This design comes from an exercise in tuning for small area, a short achievable clock period and few clock cycles per item on the open sky130 flow, not from production work. At most, simulation tests tie the RTL to the original design; equivalence was not proved. Function not checked in run 2: the RTL went through the layout flow alone.

==> flow/design.v, too long to show whole: its modules and the start of the top module <==
// module hsv2rgb_fa: 10 lines
// module hsv_to_rgb_converter_core: 1392 lines
module hsv_to_rgb_converter_core (
    input  logic                    clk,
    input  logic                    rst_n,
    input  logic                    pixel_valid,
    output logic                    pixel_ready,
    input  hsv2rgb_pkg::hsv_pixel_t pixel,
    output logic                    color_valid,
    input  logic                    color_ready,
    output hsv2rgb_pkg::rgb_pixel_t color
);
  // ...
==> flow/run.sh <==
#!/bin/bash
# synth_recipe.tcl (not shown) runs the flow's synth.tcl, then flattens the netlist and writes it again
# the make line also repeats each setting of config.mk as NAME=value (left out here)
make -C /OpenROAD-flow-scripts/flow DESIGN_CONFIG=/design/flow/config.mk WORK_HOME=/design/flow/orfs CLKGATE_MAP_FILE= SYNTH_SCRIPT=/design/flow/synth_recipe.tcl finish
==> flow/config.mk <==
export PLATFORM = sky130hd
export DESIGN_NAME = hsv_to_rgb_converter_core
export DESIGN_NICKNAME = hsv_to_rgb_converter_core
export VERILOG_FILES = /design/flow/design.v
export SDC_FILE = /design/flow/constraint.sdc
export NUM_CORES = 4
export LEC_CHECK = 0
export ABC_CLOCK_PERIOD_IN_PS = 4000
export CAP_MARGIN = 20
export CORE_MARGIN = 2
export CORE_UTILIZATION = 40
export SETUP_SLACK_MARGIN = 3.2
export SLEW_MARGIN = 20
export SYNTH_HIERARCHICAL = 1
export SYNTH_MINIMUM_KEEP_SIZE = 0
==> flow/constraint.sdc <==
create_clock -name core_clock -period 8.0 [get_ports {clk}]
set_input_delay 1.6000 -clock core_clock [delete_from_list [all_inputs] [get_ports {clk}]]
set_output_delay 1.6000 -clock core_clock [all_outputs]
set_load 0.01 [all_outputs]
==> out/results.ini, run 1 <==
[detailed_routing]
drc_errors = 0
drt_iter0_markers = 1305
postRouteWirelength_um = 56200

[setup_path]
critical_path_depth = 10
cp_num_buf_inv = 2
critPathKind = flip-flop to output port
startpoint = n3[6]
worst_ep_required_time_ns = 6.40
endpoint_kind = output port
worstRegToRegCells = 18
r2r_slack_ns = 3.18

[layout]
seq_area_mm2 = 0.00476
multiInputCombCellCount = 1573
dominant_kind_of_cell = multi-input combinational cells
largestRegisters = n3 (34), m2 (25)
clock_buffer_count_in_the_final_layout = 19

[synthesis]
synth-seq-cells = 159
synth_top_family_by_area = adder cells
synth-xor-area-share_pct = 13.0

[clock_tree]
ctsHtreeMaxLevel = 4

[outcome]
outcome = timing/DRC/antenna clean

[sta]
finalWorstSetupSlack_ns = 3.18

[global_routing]
grtUsageMet3_pct = 3.80
global_route.usage.total_pct = 20.9

[worst_hold_path]
hold_path.class = flip-flop to flip-flop
hold_depth = 1

[flow_run]
max_cap_viol_count = 0

Testbench counts, summed over its fixed seeds: cycles 16,024, items 16,000.
==> run 2, diff against run 1 <==
--- a/flow/design.v
+++ b/flow/design.v
@@ -562,18 +562,16 @@
             m2    <= m_sa + m_sb;
             v2    <= v1;
             fone2 <= fone1;
             ftwo2 <= ftwo1;
             fneg2 <= fneg1;
             sec2  <= sec1;
         end
     end
-    logic [20:0] cv_full;
-    logic [32:0] cp_full;
     logic [33:0] n_sa, n_sb;
     logic [33:0] n3;
     logic [7:0]  cv3, cp3;
     logic [2:0]  sec3;
     logic bpp_0_0;
     assign bpp_0_0 = ((fone2[0] & m2[0]) | 1'b0) ^ fneg2[0];
     logic bpp_0_1;
     assign bpp_0_1 = ((fone2[0] & m2[1]) | (ftwo2[0] & m2[0])) ^ fneg2[0];
@@ -1354,25 +1352,37 @@
     logic nt_w294;
     logic nt_w295;
     hsv2rgb_fa u_nt_w294 (.a(~fneg2[3]), .b(nt_w229), .c(nt_w230), .s(nt_w294), .co(nt_w295));
     logic nt_w296;
     logic nt_w297;
     hsv2rgb_fa u_nt_w296 (.a(nt_w172), .b(nt_w231), .c(nt_w232), .s(nt_w296), .co(nt_w297));
     assign n_sa = {nt_w295, nt_w293, nt_w291, nt_w289, nt_w287, nt_w285, nt_w283, nt_w281, nt_w279, nt_w277, nt_w275, nt_w273, nt_w271, nt_w269, nt_w267, nt_w265, nt_w263, nt_w261, nt_w259, nt_w257, nt_w255, nt_w253, nt_w251, nt_w249, nt_w247, nt_w245, nt_w243, nt_w241, nt_w239, nt_w237, nt_w235, fneg2[1], bpp_0_1, bpp_0_0};
     assign n_sb = {nt_w296, nt_w294, nt_w292, nt_w290, nt_w288, nt_w286, nt_w284, nt_w282, nt_w280, nt_w278, nt_w276, nt_w274, nt_w272, nt_w270, nt_w268, nt_w266, nt_w264, nt_w262, nt_w260, nt_w258, nt_w256, nt_w254, nt_w252, nt_w250, nt_w248, nt_w246, nt_w244, nt_w242, nt_w240, nt_w238, nt_w236, nt_w234, 1'b0, fneg2[0]};
+    logic [24:0] y2;
+    logic [8:0]  ya2;
+    logic [15:0] yb2;
+    logic [16:0] ylim2;
+    logic        cp_dec2, cv_dec2;
+    logic [7:0]  cv2, cp2;
     always_comb begin
-        cv_full = (21'(v2) << 8) - 21'(v2);
-        cp_full = ((33'(v2) << 20) - (33'(v2) << 12)) - ((33'(m2) << 8) - 33'(m2));
+        cv_dec2 = v2 > {1'b0, v2[3:0], 8'd0};
+        cv2     = 8'(v2[12:4] - 9'(cv_dec2));
+        y2      = {v2, 12'd0} - m2;
+        ya2     = y2[24:16];
+        yb2     = y2[15:0];
+        ylim2   = {ya2, 8'd0} + 17'(ya2);
+        cp_dec2 = (ya2 != 9'd0) && ({1'b0, yb2} <= ylim2);
+        cp2     = 8'(ya2 - 9'(cp_dec2));
     end
     always_ff @(posedge clk) begin
         if (adv) begin
             n3   <= n_sa + n_sb;
-            cv3  <= cv_full[19:12];
-            cp3  <= cp_full[31:24];
+            cv3  <= cv2;
+            cp3  <= cp2;
             sec3 <= sec2;
         end
     end
     logic [25:0] lo_a, lo_b;
     logic [26:0] lo_sum;
     logic        c30;
     logic [7:0]  cx0, cx1, cx;
     logic [2:0]  is_cx;
==> run 2 against run 1 <==
  * Still clean on timing, DRC and antenna
  * Synthesized cell count up 5.6%
  * Worst setup slack worse by 0.43 ns
  * Utilization up 0.73 points
  * Area after synthesis up 1.4%
  * Cell area up 3.3%
  * Clock skew down 0.0035 ns
  * Clock-buffer cell count down 2
==> out/results.ini, run 2 <==
[layout]
stdcell_count = 2951
number_of_diodes_added_for_antenna_fixing = 0
largestRegisters = n3 (34), m2 (25)
area_growth_pct = 25.0
fraction_of_final_layout_cells_with_drive_strength_greater_than_1_pct = 25.0
number_of_flip_flops_under_the_largest_register_name = 34
final_common_cell = sky130_fd_sc_hd__xnor2_1
layout_common_cells = sky130_fd_sc_hd__xnor2_1, sky130_fd_sc_hd__buf_4, sky130_fd_sc_hd__fa_1
nNetsFinal = 2670
fill_cell_instance_count_of_the_final_layout = 4553
max_flop_register = n3
fin_util_pct = 50.4

[setup_path]
top_fanout_value_on_the_critical_path = 9
worst_r2r_endpoint = cp3[5]
critPathKind = flip-flop to flip-flop
cp.arrival_ns = 5.50
worst_r2r_startpoint = v2[6]
worstRegToRegCells = 24  ; +6
endpoint_kind = flip-flop
r2r_slack_ns = 2.74  ; -0.43 ns
worst_ep_required_time_ns = 8.24  ; +1.84 ns
crit_path_start_kind = flip-flop

[sta]
tightestPinTransition_ns = 0.948
clock_period_minus_worst_slack_ns = 5.26
final.period_utilization_pct = 65.7
max-slew-margin-rel_pct = 35.0
fin_worst_skew_ns = 0.00888
fin_setup_tns_ns = 0
setup_viol_count_final = 0
maxSlewViolCount = 0
finalWorstSetupSlack_ns = 2.74  ; -0.434 ns
rsz0062_at_grt = true
maxClockFrequency_ghz = 0.190
number_of_hold_violations_in_the_final_report = 0

[outcome]
outcome = timing/DRC/antenna clean

[detailed_routing]
via_per_inst = 5.70
drt_iter0_markers = 1317  ; +0.92%
drc_errors = 0  ; unchanged
routedWlPerCell_um = 20.0
postRouteWirelength_um = 59000  ; +5.0%
detailroute.via_count = 16831
detail_route.first_pass.iterations = 5
detail-route-antenna-nets = 0

[clock_tree]
tritoncts.num_buffers = 17
clock_sinks = 159
clk_path_buf_depth = 2
cts-root-buf = sky130_fd_sc_hd__clkbuf_16
ctsHtreeMaxLevel = 4  ; unchanged
cts_tree = yes
count_of_hold_fix_buffers_inserted_at_cts = 0
worst_setup_hold_path_clk_slew_ns = 0.07
later_pin_clock_latency_in_the_skew_report_ns = 0.49

[floorplanning]
floorplan.die.height_um = 231
top_level_ports = 69
start_util_pct = 40.3
core_area_mm2 = 0.0511
die_w_um = 231
dieArea_mm2 = 0.0533
floorplan.rows = 83

[global_routing]
grt_start_max_net_pins = 73
number_of_global_route_vias_before_repair = 17114
grt_overflow = 0
antenna_found_initial = 0
global_route_wire_length_before_repair_um = 91400
global_route.usage.total_pct = 21.8  ; +0.88 points

[placed_design]
dp.final_hpwl_um = 40500
place_worst_setup_slack_ns = 2.23
routabilityCongestion = 0.944
count_of_port_buffers_added_during_placement = 68
dp_cells = 2667

[synthesis]
post_synth_inst_count = 2039
yosysMostFrequentCell = sky130_fd_sc_hd__xnor2_1
synth.top_cells.by_count = sky130_fd_sc_hd__xnor2_1, sky130_fd_sc_hd__a22oi_1, sky130_fd_sc_hd__fa_1, sky130_fd_sc_hd__ha_1, sky130_fd_sc_hd__edfxtp_1
synth_area_leaders = sky130_fd_sc_hd__edfxtp_1, sky130_fd_sc_hd__fa_1, sky130_fd_sc_hd__xnor2_1
syn_avg_cell_area_um2 = 10.1
synth_ff_type = sky130_fd_sc_hd__edfxtp_1
synth.yosys.warnings = 7
synth_enable_flop_cells = 156
netlist-cell-type-count = 73
synth-seq-cells = 159  ; unchanged
post-synth-top-area-fraction_pct = 22.7
synth_seq_area_share_pct = 23.1
post_synthesis_cell_type_with_the_largest_combined_area = sky130_fd_sc_hd__edfxtp_1
post_synth_instance_area_mm2 = 0.0206
ys_async_sr_fraction_pct = 1.89

[flow_run]
max_cap_viol_count = 0  ; unchanged

[worst_hold_path]
hold_path_end = val3
hold_start = val2
hold_path.class = flip-flop to flip-flop
hold_depth = 1  ; unchanged

-- run 2: cell types whose count changed in the layout (fill, tap and decap cells not counted), sizes merged, moves of 9 or more --
cell | previous run | this run
ha | 199 | 177
fa | 210 | 192
mux2 | 5 | 14
nor2b | 66 | 80
buf | 266 | 281
xnor2 | 271 | 290
nor2 | 72 | 85
o21ai | 54 | 65
-- run 2: worst max-delay path, stage by stage, from the launching register on --
cell and delay, ns:
sky130_fd_sc_hd__edfxtp_1 0.53, sky130_fd_sc_hd__ha_2 0.50, sky130_fd_sc_hd__nand2_1 0.14, sky130_fd_sc_hd__a311o_1 0.34, sky130_fd_sc_hd__a211oi_2 0.23, sky130_fd_sc_hd__or3_1 0.14, sky130_fd_sc_hd__a21oi_2 0.06, sky130_fd_sc_hd__xnor2_2 0.24
sky130_fd_sc_hd__ha_2 0.24, sky130_fd_sc_hd__buf_4 0.13, sky130_fd_sc_hd__nand2_1 0.06, sky130_fd_sc_hd__xnor2_1 0.14, sky130_fd_sc_hd__ha_1 0.33, sky130_fd_sc_hd__nand2_2 0.10, sky130_fd_sc_hd__nor4_4 0.32, sky130_fd_sc_hd__o21ai_1 0.12
sky130_fd_sc_hd__a31o_2 0.24, sky130_fd_sc_hd__a31oi_4 0.22, sky130_fd_sc_hd__a41oi_2 0.05, sky130_fd_sc_hd__o21ai_1 0.15, sky130_fd_sc_hd__mux2i_1 0.11, sky130_fd_sc_hd__ha_2 0.20, sky130_fd_sc_hd__and3_4 0.16, sky130_fd_sc_hd__buf_6 0.11
sky130_fd_sc_hd__xnor2_2 0.11
-- run 2: repair_timing --
item / 4_1_cts / 5_1_grt
buffers inserted: 198 / 54
setup endpoints to repair: 59 / 50
resized for setup: 188 / 180
pin swaps: 52 / 80
-- run 2: modules after synthesis (local to each module, per instance) --
module	area, um2	cells inside	copies in the design	flops+latches
hsv2rgb_fa	20.0	1	190	0
hsv_to_rgb_converter_core	16800	1849	1	159
-- run 2: final cells by class --
cell class                 instances  area [um2]  area share [%]
multi-input combinational       1668       16400            63.9
sequential                       159        4760            18.5
timing repair buffer             333        2740            10.7
tap                              680         851            3.31
clock buffer                      17         425            1.65
inverter                          79         299            1.16
clock inverter                    15         219           0.851
-- run 2: metrics by stage --
step	cell area (um2)	hold WS [ns]
2_1_floorplan	20800	0.400
3_5_place_dp	21800	0.448
5_1_grt	25700	0.501
3_3_place_gp	21800	0.438
6_report	25700	0.465
4_1_cts	24600	0.464
-- run 2: how the worst max path moves through the flow --
stage                     slack [ns]     end  cells after the start      from
after floorplan                 3.05  cp3[6]                     26    m2[13]
after global placement          2.41  cp3[4]                     24     m2[0]
after detailed placement        2.23  n3[30]                     15  ftwo2[1]
after CTS                       2.73  cp3[6]                     24     v2[0]
after global routing            2.54  cp3[6]                     22     v2[6]
final                           2.74  cp3[5]                     24     v2[6]
-- run 2: per-layer routing --
metal,vias up,track usage [%],wire (um)
li1,7772,-,-
met2,638,37.7,28900
met1,8272,26.2,24200
met5,-,0,0
met3,149,3.74,3260
met4,0,10.8,2680
-- run 2: logic make-up (layout without fill, tap and decap cells) --
family / Yosys count / count (layout) / synth area share (%)
adders and majority gates: 369 / 369 / 29.4
muxes: 31 / 31 / 1.59
xor gates and xnor gates: 324 / 324 / 13.8
other: 2 / 10 / 0.0365
buffers and inverters: 220 / 444 / 4.02
AOI/OAI and AO/OA: 516 / 516 / 17.5
and+or+nand+nor: 418 / 418 / 10.6
DFF: 159 / 159 / 23.1

[separate check: timing with driven ports]
Ports are ideal in the flow. The routed layouts listed here were re-timed in OpenROAD. Step 1: set_driving_cell puts a clkbuf_16 on clk and a buf_2 on each other input, an assumption about the parent block. Step 2 adds t to the input delays and takes it off the output delays; t is the mean of the earliest and latest rising clock arrival at the registers after step 1. Input paths then give back, and output paths get back, about the clock's delay inside the block. a / b / c = no drivers / after step 1 / after step 2; a / b = the first two.
run	t, ns	setup WS [ns]	hold slack, ns	worst setup path after step 2	clock arrival spread, ns
run 1	0.528	3.175 / 3.124 / 3.176	0.465 / 0.465 / 0.465	register to register	0.013 / 0.013
run 2	0.542	2.741 / 2.741 / 2.741	0.465 / 0.465 / 0.465	register to register	0.011 / 0.011
After both steps setup and hold are still met in every run listed.
